From an optimization exercise on the open Yosys and OpenROAD flow, aimed at small area, a short achievable clock period and few clock cycles per item; shortcuts taken in it are not production practice. In this exercise RTL edits were held to simulation tests only and were not proved equivalent to the original. Power figures rest on the tool's default switching activity, not on a simulated workload.

==> flow/design.v (outline; a module is shown in full before it is edited, if it fits) <==
// module mul_pipe: 4645 lines
// module mp_benc: 12 lines
// module mp_benc0: 7 lines
// module mp_benc1: 9 lines
// module mp_ao22: 9 lines
// module mp_oai21: 8 lines
// module mp_and2: 7 lines
// module mp_xor2: 7 lines
// module mp_xnor2: 7 lines
// module mp_fa: 10 lines
// module mp_fa1: 9 lines
// module mp_gc: 8 lines
// module mp_bc: 11 lines
// module mp_ha: 9 lines
module mul_pipe #(
  parameter int WIDTH  = 32,
  parameter int STAGES = 3,
  parameter int TAG_W  = 5
) (
  input  logic             clk,
  input  logic             resetn,
  input  logic             in_valid,
  output logic             in_ready,
  input  logic [WIDTH-1:0] a,
  input  logic [WIDTH-1:0] b,
  input  logic [1:0]       mul_type,
  input  logic [TAG_W-1:0] in_tag,
  input  logic             flush,
  output logic             out_valid,
  input  logic             out_ready,
  output logic [WIDTH-1:0] out_res,
  output logic [TAG_W-1:0] out_tag,
  output logic             busy
);
  // ...
==> flow/run.sh <==
#!/bin/bash
# synth_recipe.tcl (not shown) runs the flow's synth.tcl, then flattens the netlist and writes it again
# the make line also repeats each setting of config.mk as NAME=value (left out here)
make -C /OpenROAD-flow-scripts/flow DESIGN_CONFIG=/design/flow/config.mk WORK_HOME=/design/flow/orfs CLKGATE_MAP_FILE= SYNTH_SCRIPT=/design/flow/synth_recipe.tcl finish
==> flow/config.mk <==
export PLATFORM = sky130hd
export DESIGN_NAME = mul_pipe
export DESIGN_NICKNAME = mul_pipe
export VERILOG_FILES = /design/flow/design.v
export SDC_FILE = /design/flow/constraint.sdc
export NUM_CORES = 4
export LEC_CHECK = 0
export CAP_MARGIN = 20
export CORE_MARGIN = 2
export CORE_UTILIZATION = 40
export SETUP_SLACK_MARGIN = 5
export SLEW_MARGIN = 20
export SYNTH_HIERARCHICAL = 1
==> flow/constraint.sdc <==
create_clock -name core_clock -period 12.0 [get_ports {clk}]
set_input_delay 2.4000 -clock core_clock [delete_from_list [all_inputs] [get_ports {clk}]]
set_output_delay 2.4000 -clock core_clock [all_outputs]
set_load 0.01 [all_outputs]
==> results.tsv, run 1 <==
metric	value	unit
outcome	timing/DRC/antenna clean	
num-nets-final	3167	
drive_gt1_frac	0.0879	
met2_usage	0.427	
ys_async_sr_fraction	0.00746	
power-per-cell-area	312	nW/um^2
mappedNetlistArea	27800	um^2
report.final.hold_viol_count	0	
gr-usage-met3	0.0714	
max-cap-violations	0	
cts_setup_buffers	0	
dr.first_iter.drc_count	2575	
timing.clock.skew	0.0102	ns
cp.depth	12	
signal_buffer_area_fraction	0.0709	
dominant_power_group	combinational cells	
max_ffs_per_register	64	
synth_mux_area_frac	0.0170	
core.rowCount	96	
grt_antenna_before_repair	2	
finalInstanceArea	32000	um^2
critical_path_arrival	7.10	ns
crit_path_start	a[31]	
rsz0062_at_grt	true	
grt_pass1_wl	146000	um
max_flop_register	q0	
cp_top_family	adder cells	
placeableCoreArea	68700	um^2
tritoncts	built	
post_synth_edffs	133	
grt_start_max_net_pins	66	
ff2ff_setup_slack	9.34	ns
timing.critical_path.to	q1[40]	
setup-violations-final	0	
synth_area_leaders	fa_1 34%, xor2_1 20%, a22o_1 17%	
hold_class	register to register	
nMultiInputCombCells	2066	
dominant_combinational_cell_family_by_area_after_synthesis	adder cells	
area_share_clock_buf_inv	0.0197	
ir_worst_vdd	0.238	mV
cpPeakStageDelay	0.58	ns
power.sequential.total	1.34	mW
clock_net_power	0.575	mW
Testbench counts, summed over its fixed seeds: cycles 4,808, items 4,800.
==> run 2, diff against run 1 <==
==> flow/flow/run.sh (new file) <==
#!/bin/bash
# Standard layout, with timing repair aiming 5.5 ns below the clock period
# (the constraints themselves are unchanged), and every port buffered with
# buf_2 instead of the default port buffer.
set -euo pipefail
export SETUP_SLACK_MARGIN=5.5
export BUFFER_PORTS_ARGS="-buffer_cell sky130_fd_sc_hd__buf_2"
bash standard.sh finish > standard.log 2>&1
==> flow/standard.sh (new file) <==
#!/bin/bash
# synth_recipe.tcl (not shown) runs the flow's synth.tcl, then flattens the netlist and writes it again
# the make line also repeats each setting of config.mk as NAME=value (left out here)
make -C /OpenROAD-flow-scripts/flow DESIGN_CONFIG=/design/flow/config.mk WORK_HOME=/design/flow/orfs CLKGATE_MAP_FILE= SYNTH_SCRIPT=/design/flow/synth_recipe.tcl "${@:-finish}"
--- a/flow/config.mk
+++ b/flow/config.mk
@@ -8,6 +8,5 @@
 export CAP_MARGIN = 20
 export CORE_MARGIN = 2
 export CORE_UTILIZATION = 40
-export SETUP_SLACK_MARGIN = 5
 export SLEW_MARGIN = 20
 export SYNTH_HIERARCHICAL = 1
removed: flow/run.sh
==> run 2 against run 1 <==
  * Largest power group unchanged
  * Critical endpoint is now q1[35]
  * Register-to-register slack better by 0.25 ns
  * Synthesized cell count is the same
  * Hold slack better by 0.19 ns
  * Non-clock buffer count is 52 lower
  * Design area decreased by 3.2%
  * Routed wire length down 2.5%
==> results.tsv, run 2 <==
metric	value	unit	change
routed_wire_length_per_instance	29.1	um	was 29.4 um
yosys.area.top_type_share	0.338		unchanged
netlist_top_cells_count	623 x xor2_1, 528 x a22o_1, 470 x fa_1		unchanged
clk_pin_slew_worst_setup_hold_paths	0.06	ns	about the same
crit_path_start_kind	input pin		unchanged
io_buffer_count	115		unchanged
synth_area_leaders	fa_1 34%, xor2_1 20%, a22o_1 17%		unchanged
placeableCoreArea	68700	um^2	unchanged
final_max_slew_viol_count	0		unchanged
cts_hold_repair.buffers	0		unchanged
num_vias	21300		was 21,500
tritoncts	built		unchanged
drtAntennaViolNets	0		unchanged
hold_class	register to register		unchanged
flip_flop_and_latch_count_after_synthesis	134		unchanged
overflow_after_grt	0		unchanged
layout.cells.most_common_list	622 x xor2_1, 528 x a22o_1, 393 x fa_1		was 615 x xor2_1, 528 x a22o_1, 470 x fa_1
layoutNonFillerInstCount	3382		was 3,434
die_area	71700	um^2	unchanged
mostFrequentLayoutCell	xor2_1		unchanged
largest_registers	q0: 64 flops, q1: 63 flops, tag_q: 5 flops		unchanged
timing.clock.skew	0.00924	ns	was 0.0102 ns
post_synthesis_average_cell_area	12.3	um^2	unchanged
dieHeight	268	um	unchanged
dieWidth	268	um	unchanged
insertion_delay	0.45	ns	was 0.46 ns
cp_data_required_time	12.18	ns	was 12.15 ns
sequential_share_of_the_synthesized_area	0.144		unchanged
critical_path.endpoint_type	register		unchanged
dr.pass1.iters	6		unchanged
timing.final.crit_period	6.47	ns	was 6.95 ns
p_leak	14.1	nW	was 14.7 nW
tns	0	ns	unchanged
clock_path_buffers	2		unchanged
cp_max_fo	35		was 18
max_ffs_per_register	64		unchanged
total_number_of_h_tree_levels	4		unchanged
netlist-cell-type-count	24		unchanged
rsz0062_at_grt	true		unchanged
synth_cells	2257		unchanged
max_flop_register	q0		unchanged
viasPerCell	6.29		was 6.27
top_achievable_clock_speed	155	MHz	was 144 MHz
ys_async_sr_fraction	0.00746		unchanged
clock_tree.root_cell	clkbuf_16		unchanged
design.portCount	116		unchanged
ir_worst_vdd	0.224	mV	was 0.238 mV
grt_start_max_net_pins	79		was 66
core.rowCount	96		unchanged
drive_gt1_frac	0.145		was 0.0879
dr.first_iter.drc_count	2581		was 2,575
wl	98400	um	was 101,000 um
post-route-period-util	0.539		was 0.579
synthesis.nets	2934		unchanged
numCtsBuffers	17		unchanged
num-nets-final	3115		was 3,167
synthDominantAreaCellType	fa_1		unchanged
grt_pass1_vias	22300		was 22,500
synthesis.yosys.warnings	8		unchanged
p_total	9.82	mW	was 9.98 mW
initial_utilization	0.405		unchanged
relSlewSlack	0.312		was 0.392
report.final.hold_viol_count	0		unchanged
cts_sinks	134		unchanged
grt.total_usage	0.277		was 0.278
post_synth_edffs	133		unchanged
setup-violations-final	0		unchanged
dp_hpwl	70400	um	was 70,800 um
grt_antenna_before_repair	1		was 2
synth-main-ff-cell	edfxtp_1		unchanged
outcome	timing/DRC/antenna clean		unchanged
synthMostInstantiatedCell	xor2_1		unchanged
numPlacedInstances	3348		was 3,380
power-per-cell-area	316	nW/um^2	was 312 nW/um^2
max-cap-violations	0		unchanged
gp_congestion	0.925		was 0.940
grt_pass1_wl	147000	um	was 146,000 um
path_class	input pin to register		unchanged
tightestPinTransition	1.03	ns	was 0.911 ns
critical_path_arrival	6.66	ns	was 7.10 ns
area_growth_syn_to_layout	11.4	%	was 15.1%
mappedNetlistArea	27800	um^2	unchanged
drc_errors	0		unchanged
==> run 2: cell counts after synthesis <==
No cell type changed its count.
==> run 2: final cells by class <==
cell class                      count  area (um^2)
Fill cell                        6399        37700
Multi-Input combinational cell   2066        24000
Sequential cell                   134         4020
Tap cell                          931         1160
Timing Repair Buffer              167         1060
Clock buffer                       18          429
Inverter                           52          195
Clock inverter                     13          111
Antenna cell                        1         2.50
==> run 2: through the flow <==
step	util	instance area (um^2)	hold WS (ns)	setup WS (ns)
floorplan	-	28300	1.52	5.22
global placement	0.441	30300	1.19	4.97
detailed placement	0.441	30300	1.23	4.96
CTS	0.450	30900	1.24	5.43
global route	0.452	31000	1.29	5.47
finish	0.452	31000	1.19	5.53
==> run 2: worst paths after layout <==
path / startpoint / end / slack, ns / cells after the start
worst max-delay path: b[9] / q1[35] / 5.53 / 12
worst min register to register: valid / valid / 1.19 / 2
worst max register to register: valid / q1[24] / 9.59 / 2
worst min-delay path: valid / valid / 1.19 / 2
min in group asynchronous: resetn / valid / 1.72 / 1
max in group asynchronous: resetn / valid / 10.20 / 1
==> run 2: kinds of logic (layout without fill, tap and decap cells) <==
group           Yosys count  after routing  share of synthesized area
compound gates          675            675                      0.207
xor+xnor                623            623                      0.196
fa+ha+maj               601            601                      0.397
flops                   134            134                      0.144
simple gates            134            134                     0.0289
buf+inv                  57            250                    0.00984
mux                      32             32                     0.0170
other cells               1              2                   0.000135
==> run 2: Yosys stat by module (local to each module, per instance) <==
module    cells  area (um^2)  times used
mp_ha         1         12.5         104
mp_xor2       1         8.76         623
mp_fa1        5         27.5          11
mp_benc1      3         20.0           1
mp_and2       1         6.26          32
mp_gc         1         7.51          62
mp_ao22       1         8.76         528
mp_benc0      1         13.8           1
mp_fa         1         20.0         470
mp_bc         2         13.8          52
mp_benc       5         41.3          15
mp_oai21      1         5.00          16
mul_pipe    184         4630           1
==> run 2: per-layer routing <==
metal | vias to the layer above | share of wire | GRT usage | wire, um
li1 | 8654 | - | - | -
met1 | 10900 | 0.41 | 0.377 | 40100
met2 | 1457 | 0.42 | 0.405 | 41400
met3 | 239 | 0.11 | 0.0749 | 11000
met4 | 0 | 0.059 | 0.144 | 5850
met5 | - | 0 | 0 | 0
==> run 2: timing repair <==
item                       4_1_cts  5_1_grt
setup endpoints to repair       16       16
gates resized for setup         16       25
setup buffers                    0        2
pin swaps                        0        2
cloned                           0        0
hold endpoints to repair         0        0
==> run 2: critical path, cell delays in order <==
cell and delay (ns):
buf_2 0.16, ha_4 0.18, nor2b_4 0.10, clkbuf_8 0.39
xor2_1 0.32, a22o_1 0.20, fa_1 0.47, fa_2 0.60
fa_1 0.45, fa_2 0.37, fa_2 0.54, fa_2 0.42
==> run 2: power by group <==
group          switching (mW)  total (mW)  internal (mW)
sequential             0.0827        1.32           1.23
combinational            4.42        8.01           3.59
clock                   0.214       0.495          0.282
total                    4.72        9.82           5.10
==> run 3, diff against run 2 <==
--- a/flow/config.mk
+++ b/flow/config.mk
@@ -8,5 +8,6 @@
 export CAP_MARGIN = 20
 export CORE_MARGIN = 2
 export CORE_UTILIZATION = 40
+export CTS_BUF_LIST = sky130_fd_sc_hd__clkbuf_4 sky130_fd_sc_hd__clkbuf_8
 export SLEW_MARGIN = 20
 export SYNTH_HIERARCHICAL = 1
==> run 3 against run 2 <==
  * Design area decreased by 0.71%
  * Clock skew increased by 0.0022 ns
  * Synthesized cell count unchanged
  * Sequential share of layout area increased by 0.093 points
  * Highest routed layer is now met5
  * Non-clock buffer count increased by 1
  * Clock power decreased by 28%
  * Power decreased by 1.2%
  * Die area unchanged
  * Sequential cell count unchanged
  * Global-route usage about the same
  * Combinational power about the same
  * Register-to-register slack got worse by 0.03 ns
==> results.tsv, run 3 <==
metric	value	unit	change
clk_pin_slew_worst_setup_hold_paths	0.08	ns	was 0.06 ns
flip_flop_and_latch_count_after_synthesis	134		unchanged
top_achievable_clock_speed	153	MHz	was 155 MHz
cp_slowest_cell	fa_2		unchanged
max-cap-violations	0		unchanged
core.rowCount	96		unchanged
cp_data_required_time	12.22	ns	was 12.18 ns
mostFrequentLayoutCell	xor2_1		unchanged
placeableCoreArea	68700	um^2	unchanged
clock_tree.root_cell	clkbuf_8		was clkbuf_16
tns	0	ns	unchanged
grt_pass1_wl	146000	um	was 147,000 um
num_vias	21400		was 21,300
insertion_delay	0.47	ns	was 0.45 ns
footprint_of_the_multi_input_gates	24000	um^2	about the same
sequential_cell_area_in_the_final_layout	4020	um^2	unchanged
drc_errors	0		unchanged
synthesis.nets	2934		unchanged
relSlewSlack	0.309		was 0.312
ys_async_sr_fraction	0.00746		unchanged
dpl_cell_area	30300	um^2	unchanged
drtAntennaViolNets	0		unchanged
crit_path_start_kind	input pin		unchanged
cpPeakStageDelay	0.60	ns	about the same
grt_antenna_before_repair	3		was 1
final_util	0.448		was 0.452
path_class	input pin to register		unchanged
drive_gt1_frac	0.145		about the same
tritoncts	built		unchanged
dr.first_iter.drc_count	2513		was 2,581
setup-violations-final	0		unchanged
dr.pass1.iters	5		was 6
report.final.hold_viol_count	0		unchanged
area_growth_syn_to_layout	10.6	%	was 11.4%
total_number_of_h_tree_levels	4		unchanged
timing.final.crit_period	6.53	ns	was 6.47 ns
clock_path_buffers	2		unchanged
layout.cells.most_common_list	623 x xor2_1, 528 x a22o_1, 393 x fa_1		was 622 x xor2_1, 528 x a22o_1, 393 x fa_1
post_synthesis_average_cell_area	12.3	um^2	unchanged
initial_utilization	0.405		unchanged
synthMostInstantiatedCell	xor2_1		unchanged
timing.clock.skew	0.0114	ns	was 0.00924 ns
numCtsBuffers	17		unchanged
post_synth_edffs	133		unchanged
netlist-cell-type-count	24		unchanged
dp_hpwl	70400	um	unchanged
tightestPinTransition	1.04	ns	was 1.03 ns
netlist_top_cells_count	623 x xor2_1, 528 x a22o_1, 470 x fa_1		unchanged
outcome	timing/DRC/antenna clean		unchanged
dieHeight	268	um	unchanged
grt_start_max_net_pins	79		unchanged
cp_cell_sequence	buf_2 -> ha_4 -> nor2b_4 -> buf_6 -> xor2_1 -> a22o_1 -> fa_1 -> fa_2 -> fa_1 -> fa_2 -> fa_1 -> fa_2		was buf_2 -> ha_4 -> nor2b_4 -> clkbuf_8 -> xor2_1 -> a22o_1 -> fa_1 -> fa_2 -> fa_1 -> fa_2 -> fa_2 -> fa_2
hold_class	register to register		unchanged
gp_congestion	0.925		unchanged
finalInstanceArea	30800	um^2	was 31,000 um^2
synth_area_leaders	fa_1 34%, xor2_1 20%, a22o_1 17%		unchanged
routed_wire_length_per_instance	29.1	um	about the same
cts_sinks	134		unchanged
critical_path.endpoint_type	register		unchanged
post-route-period-util	0.544		was 0.539
grt.total_usage	0.277		about the same
critical_path_buffer_and_inverter_count	2		unchanged
fillers	6418		was 6,399
io_buffer_count	115		unchanged
largest_registers	q0: 64 flops, q1: 63 flops, tag_q: 5 flops		unchanged
critical_path_arrival	6.75	ns	was 6.66 ns
cp_top_family	adder cells		unchanged
cts_hold_repair.buffers	0		unchanged
wl	98600	um	was 98,400 um
die_area	71700	um^2	unchanged
p_leak	14.1	nW	about the same
synthesis.yosys.warnings	8		unchanged
dieWidth	268	um	unchanged
rsz0062_at_grt	true		unchanged
design.portCount	116		unchanged
grt_pass1_vias	22400		was 22,300
synth-main-ff-cell	edfxtp_1		unchanged
viasPerCell	6.31		was 6.29
max_ffs_per_register	64		unchanged
synth_cells	2257		unchanged
max_flop_register	q0		unchanged
mappedNetlistArea	27800	um^2	unchanged
cp_max_fo	35		unchanged
ir_worst_vdd	0.227	mV	was 0.224 mV
final_max_slew_viol_count	0		unchanged
num-nets-final	3116		was 3,115
sequential_share_of_the_synthesized_area	0.144		unchanged
synthDominantAreaCellType	fa_1		unchanged
overflow_after_grt	0		unchanged
yosys.area.top_type_share	0.338		unchanged
power-per-cell-area	315	nW/um^2	was 316 nW/um^2
[run 3: kinds of logic after synthesis]
kind of cell	count (synthesis)	synth area share
xor+xnor	623	0.196
buf+inv	57	0.00984
other cells	1	0.000135
simple gates	134	0.0289
flops	134	0.144
fa+ha+maj	601	0.397
compound gates	675	0.207
mux	32	0.0170
[run 3: worst paths after layout]
check	to	cells after the start	slack, ns	startpoint
worst min-delay path	valid	2	1.20	valid
min in group asynchronous	valid	1	1.68	resetn
max in group asynchronous	valid	1	10.24	resetn
worst min register to register	valid	2	1.20	valid
worst max-delay path	q1[34]	12	5.47	b[7]
worst max register to register	q1[24]	2	9.56	valid
[run 3: cell type report]
class,instances,share of cell area
antenna,2,0.000162
clock buffer,18,0.00784
clock inverter,13,0.00362
inverter,52,0.00634
multi-input combinational,2066,0.780
sequential,134,0.130
tap,931,0.0378
timing repair buffer,168,0.0335
[run 3: report_power, final]
group	leakage [nW]	internal, mW	switching, mW
clock network	0.175	0.163	0.193
registers	1.42	1.23	0.0848
logic	12.5	3.60	4.43
[run 3: Yosys stat by module (local to each module, per instance), excerpt]
module | times used | cells inside | cell area, um^2 | flops+latches
mp_fa1 | 11 | 5 | 27.5 | 0
mul_pipe | 1 | 184 | 4630 | 134
mp_fa | 470 | 1 | 20.0 | 0
mp_bc | 52 | 2 | 13.8 | 0
mp_benc1 | 1 | 3 | 20.0 | 0
mp_xor2 | 623 | 1 | 8.76 | 0
mp_oai21 | 16 | 1 | 5.00 | 0
mp_and2 | 32 | 1 | 6.26 | 0
mp_ha | 104 | 1 | 12.5 | 0
mp_benc0 | 1 | 1 | 13.8 | 0
mp_benc | 15 | 5 | 41.3 | 0
mp_ao22 | 528 | 1 | 8.76 | 0
[run 3: worst min-delay path: stages (launching register included)]
cell and delay, ns:
dfrtp_1 0.40, nand2b_4 0.45, a21oi_1 0.30
[run 3: through the flow]
step / cells / hold slack (ns) / total power [mW] / setup WS, ns
floorplan: 2257 / 1.52 / 6.21 / 5.22
global placement: 3348 / 1.19 / 9.03 / 4.97
detailed placement: 3348 / 1.23 / 9.26 / 4.96
CTS: 3382 / 1.25 / 9.66 / 5.50
global route: 3384 / 1.30 / 10.5 / 5.47
finish: 3384 / 1.20 / 9.70 / 5.47
[run 3: repair_timing]
| action | in CTS | in global routing |
|---|---|---|
| buffers inserted | 3 | 0 |
| gates cloned | 0 | 0 |
| setup endpoints to repair | 7 | 32 |
| gates resized for setup | 9 | 15 |
| pin swaps | 3 | 1 |
[run 3: routing by layer]
layer	routed length [um]	vias up	track usage
li1	-	8662	-
met1	40000	11000	0.375
met2	41900	1464	0.407
met3	11200	238	0.0762
met4	5570	2	0.140
met5	13	-	0

==> separate check: timing with driven ports <==
In the flow no input, the clock included, has a driving cell. The finished layouts below were timed again as built, in two steps.
Step 1 sets driving cells, clkbuf_16 on the clock port and buf_2 on the other inputs (assumed; they add their load-dependent delay and slew).
Step 2 moves the port delays by t, midway between the first and last clock arrival at a register: inputs arrive t later, outputs are due t later. That takes back most of the time a late clock gives input paths.
Slacks: no drivers / after step 1 / after step 2; pairs: no drivers / after step 1.
| run | shift t [ns] | slack for setup (ns) | slew at the worst register clock pin (ns) |
|---|---|---|---|
| run 1 | 0.498 | 5.048 / 5.068 / 4.570 | 0.07 / 0.07 |
| run 2 | 0.489 | 5.528 / 5.553 / 5.064 | 0.07 / 0.07 |
| run 3 | 0.520 | 5.475 / 5.503 / 4.983 | 0.09 / 0.09 |
After both steps every run listed still meets setup and hold. The setup slack of run 3, which loses most, moves by +0.028 ns with the drivers and by -0.492 ns with both steps.
